From an optimization exercise on the open Yosys and OpenROAD flow, aimed at small area and a short achievable clock period; shortcuts taken in it are not production practice.
Only simulation tests tie the RTL to the original design; equivalence was not proved.
No activity file was given, so power comes from the tool's default toggle rates.

run 1:
// core_pipe
module core_pipe (
    input  logic                  clock,
    input  logic                  reset,
    input  logic [31:0]           inst,
    input  logic [64-1:0] pc,
    input  logic                  hold,
    output logic                  wb_write_enable,
    output logic [4:0]            wb_regnum,
    output logic [64-1:0] wb_data,
    output logic                  redirect,
    output logic [64-1:0] redirect_pc,
    output logic                  reserved_inst,
    output logic                  overflow
);
Size: roughly 8800 cells after synthesis, ~2600 flip-flops, about 240 I/O pins, roughly 110000 um^2 of cells after synthesis.
clock: 11.5 ns
lec_check: 0
cap_margin: 20
core_margin: 2
core_utilization: 45
slew_margin: 20
tns_end_percent: 100
standard.sh (not shown) runs the stock make flow with config.mk's settings and CLKGATE_MAP_FILE= SYNTH_SCRIPT=/design/flow/synth_recipe.tcl, a recipe that flattens the netlist after the stock synthesis.
==> flow/flow/run.sh <==
#!/bin/bash
# The standard layout (standard.sh) with the standard synthesis, and these changes:
# - the clock tree uses clkbuf_8, sink clusters of up to 12 within 60 um, and no dummy loads;
# - the port buffers are buf_4 (the repair resizes them where timing needs it).
# Each step's output goes to a log here; ORFS's own logs stay under orfs/logs.
set -euo pipefail
bash standard.sh synth > synth.log 2>&1
bash standard.sh SETUP_SLACK_MARGIN=7.6 \
  "CTS_ARGS=-sink_clustering_enable -repair_clock_nets -dont_use_dummy_load -buf_list sky130_fd_sc_hd__clkbuf_8 -sink_clustering_size 12 -sink_clustering_max_diameter 60" \
  "BUFFER_PORTS_ARGS=-buffer_cell sky130_fd_sc_hd__buf_4" \
  finish > layout.log 2>&1
Run 1 completed end to end with timing, DRC and antenna clean.
The inputs of run 2 differ from those of run 1 as listed below.
Settings: CORE_UTILIZATION: 45 -> 50.
--- a/flow/flow/run.sh
+++ b/flow/flow/run.sh
@@ -6,5 +6,5 @@
 set -euo pipefail
 bash standard.sh synth > synth.log 2>&1
-bash standard.sh SETUP_SLACK_MARGIN=7.6 \
+bash standard.sh SETUP_SLACK_MARGIN=7.45 \
   "CTS_ARGS=-sink_clustering_enable -repair_clock_nets -dont_use_dummy_load -buf_list sky130_fd_sc_hd__clkbuf_8 -sink_clustering_size 12 -sink_clustering_max_diameter 60" \
   "BUFFER_PORTS_ARGS=-buffer_cell sky130_fd_sc_hd__buf_4" \
### Flow results
- Per the comparison of run 2 with run 1, overall global routing resource usage up 5.4 points, post-layout total power down 0.64%, instance count on the critical path up 1, clock period minus worst slack up 250 ps.
- Run 2 vs. run 1: total length of routed wires +about 1.9%; post-layout worst setup margin -250 ps; post-route met1 wirelength shrank by about 2.2%; total placed instance area held.
--- input diff run 2..run 3 ---
--- a/flow/flow/run.sh
+++ b/flow/flow/run.sh
@@ -6,5 +6,5 @@
 set -euo pipefail
 bash standard.sh synth > synth.log 2>&1
-bash standard.sh SETUP_SLACK_MARGIN=7.45 \
+bash standard.sh SETUP_SLACK_MARGIN=7.6 \
   "CTS_ARGS=-sink_clustering_enable -repair_clock_nets -dont_use_dummy_load -buf_list sky130_fd_sc_hd__clkbuf_8 -sink_clustering_size 12 -sink_clustering_max_diameter 60" \
   "BUFFER_PORTS_ARGS=-buffer_cell sky130_fd_sc_hd__buf_4" \
Results
From run 2 to run 3 the numbers moved as follows: total number of sequential cells has remained practically unchanged, clock power has increased, non-clock buffer count went up, aggregate negative setup slack barely changed, fraction of standard cell area in multi-input logic saw little to no change.
Mean number of vias per cell (lower): run 3
Between run 3 and run 2, it is run 3 whose final clock period utilization by the worst path is lower, by 1.8 points.
Edits applied to the flow inputs when going from run 3 to run 4:
Settings: CORE_UTILIZATION: 50 -> 45.
--- a/flow/flow/run.sh
+++ b/flow/flow/run.sh
@@ -6,5 +6,5 @@
 set -euo pipefail
 bash standard.sh synth > synth.log 2>&1
-bash standard.sh SETUP_SLACK_MARGIN=7.6 \
+bash standard.sh SETUP_SLACK_MARGIN=7.45 \
   "CTS_ARGS=-sink_clustering_enable -repair_clock_nets -dont_use_dummy_load -buf_list sky130_fd_sc_hd__clkbuf_8 -sink_clustering_size 12 -sink_clustering_max_diameter 60" \
   "BUFFER_PORTS_ARGS=-buffer_cell sky130_fd_sc_hd__buf_4" \
[summary]
Between run 3 and run 4, largest clock skew in the final design decreased. Post-route minimum period: run 4 worse than run 3. Between run 4 and run 3, the peak fanout along the critical path is lower for run 3.

---

Another version of the RTL of core_pipe (not shown whole).
Size in the first run: ~8700 cells after synthesis, roughly 2600 flip-flops, ~240 I/O pins.
export LEC_CHECK = 0
export CAP_MARGIN = 20
export CORE_MARGIN = 2
export CORE_UTILIZATION = 50
export SLEW_MARGIN = 20
export TNS_END_PERCENT = 100
create_clock -name core_clock -period 11.5 [get_ports {clock}]
==> flow/flow/run.sh <==
#!/bin/bash
# The standard layout (standard.sh) with the standard synthesis, and these changes:
# - the clock tree uses clkbuf_8, sink clusters of up to 12 within 60 um, and no dummy loads;
# - the port buffers are buf_4 (the repair resizes them where timing needs it).
# Each step's output goes to a log here; ORFS's own logs stay under orfs/logs.
set -euo pipefail
bash standard.sh synth > synth.log 2>&1
bash standard.sh SETUP_SLACK_MARGIN=7.6 \
  "CTS_ARGS=-sink_clustering_enable -repair_clock_nets -dont_use_dummy_load -buf_list sky130_fd_sc_hd__clkbuf_8 -sink_clustering_size 12 -sink_clustering_max_diameter 60" \
  "BUFFER_PORTS_ARGS=-buffer_cell sky130_fd_sc_hd__buf_4" \
  finish > layout.log 2>&1
Then changed:
--- a/flow/flow/run.sh
+++ b/flow/flow/run.sh
@@ -7,3 +7,3 @@
 bash standard.sh synth > synth.log 2>&1
-bash standard.sh SETUP_SLACK_MARGIN=7.6 \
+bash standard.sh SETUP_SLACK_MARGIN=7.45 \
   "CTS_ARGS=-sink_clustering_enable -repair_clock_nets -dont_use_dummy_load -buf_list sky130_fd_sc_hd__clkbuf_8 -sink_clustering_size 12 -sink_clustering_max_diameter 60" \
--- a/flow/config.mk
+++ b/flow/config.mk
@@ -9,3 +9,3 @@
 export CORE_MARGIN = 2
-export CORE_UTILIZATION = 50
+export CORE_UTILIZATION = 45
 export SLEW_MARGIN = 20
Final cell count rose by 2.2%.
Worst setup slack degrades by 0.13 ns.
Wire length went up by 1.3%.
Power stays flat.
First-iteration DRC count rose by 6.0%.
Non-clock buffer count falls by 103.
Sequential share of layout area went up by 0.66 points.
Then changed:
--- a/flow/flow/run.sh
+++ b/flow/flow/run.sh
@@ -7,3 +7,3 @@
 bash standard.sh synth > synth.log 2>&1
-bash standard.sh SETUP_SLACK_MARGIN=7.45 \
+bash standard.sh SETUP_SLACK_MARGIN=7.6 \
   "CTS_ARGS=-sink_clustering_enable -repair_clock_nets -dont_use_dummy_load -buf_list sky130_fd_sc_hd__clkbuf_8 -sink_clustering_size 12 -sink_clustering_max_diameter 60" \
Effect: The new run went through all stages and came out clean; total power rose slightly; wire length grows slightly; fmax grows by a few percent; register-to-register slack improved by 0.15 ns; clock skew came out lower by 0.027 ns; cell area grows slightly.
Then changed:
--- a/flow/flow/run.sh
+++ b/flow/flow/run.sh
@@ -7,3 +7,3 @@
 bash standard.sh synth > synth.log 2>&1
-bash standard.sh SETUP_SLACK_MARGIN=7.6 \
+bash standard.sh SETUP_SLACK_MARGIN=7.45 \
   "CTS_ARGS=-sink_clustering_enable -repair_clock_nets -dont_use_dummy_load -buf_list sky130_fd_sc_hd__clkbuf_8 -sink_clustering_size 12 -sink_clustering_max_diameter 60" \
--- a/flow/config.mk
+++ b/flow/config.mk
@@ -9,3 +9,3 @@
 export CORE_MARGIN = 2
-export CORE_UTILIZATION = 45
+export CORE_UTILIZATION = 55
 export SLEW_MARGIN = 20
Result:
- maximum frequency falls by 4.4%
- sequential share of layout area rises by 1.5 points
- via count falls by 1.0%
- worst setup slack loses 0.19 ns
- power falls by 2.0%
Then changed:
--- a/flow/config.mk
+++ b/flow/config.mk
@@ -9,3 +9,3 @@
 export CORE_MARGIN = 2
-export CORE_UTILIZATION = 55
+export CORE_UTILIZATION = 40
 export SLEW_MARGIN = 20
After rerunning: Wire length goes up by a few percent. Area after synthesis is unchanged. Setup slack degrades by 0.019 ns. Cell area climbs slightly. Hold slack gains 0.0037 ns. Fmax decreases slightly.

[what the ideal ports hide]
The results above use ideal ports. As a check the final layouts listed here were re-extracted and re-timed, cells and wires unchanged. Step 1: set_driving_cell puts a clkbuf_16 on clock and a buf_2 on each other input, an assumption about the parent block. Step 2 also shifts input and output timing later by t, the mid clock arrival at the registers, as if the neighbouring blocks saw the same clock. a / b / c = ideal ports / drivers / drivers and shift; a / b = the first two.
run	shift t [ns]	slack for setup (ns)	worst setup path after step 2	slew at the worst register clock pin (ns)
run 1	1.180	7.436 / 7.400 / 6.323	input to register	0.10 / 0.10
run 2	1.151	7.185 / 7.235 / 6.084	input to register	0.10 / 0.10
run 3	1.181	7.397 / 7.296 / 6.316	input to register	0.10 / 0.10
run 4	1.172	7.293 / 7.357 / 6.185	input to register	0.10 / 0.10
the first run of note 2	1.163	7.353 / 7.424 / 6.265	input to register	0.09 / 0.09
the second run of note 2	1.178	7.220 / 7.296 / 6.118	input to register	0.09 / 0.09
the third run of note 2	1.160	7.434 / 7.335 / 6.361	input to register	0.09 / 0.09
the fourth run of note 2	1.147	7.245 / 7.316 / 6.169	input to register	0.09 / 0.09
the fifth run of note 2	1.067	7.226 / 7.286 / 6.219	input to register	0.10 / 0.10
After both steps every run listed still meets setup and hold. For run 1, which loses most, drivers alone change the setup slack by -0.036 ns; drivers and shift together by -1.113 ns.
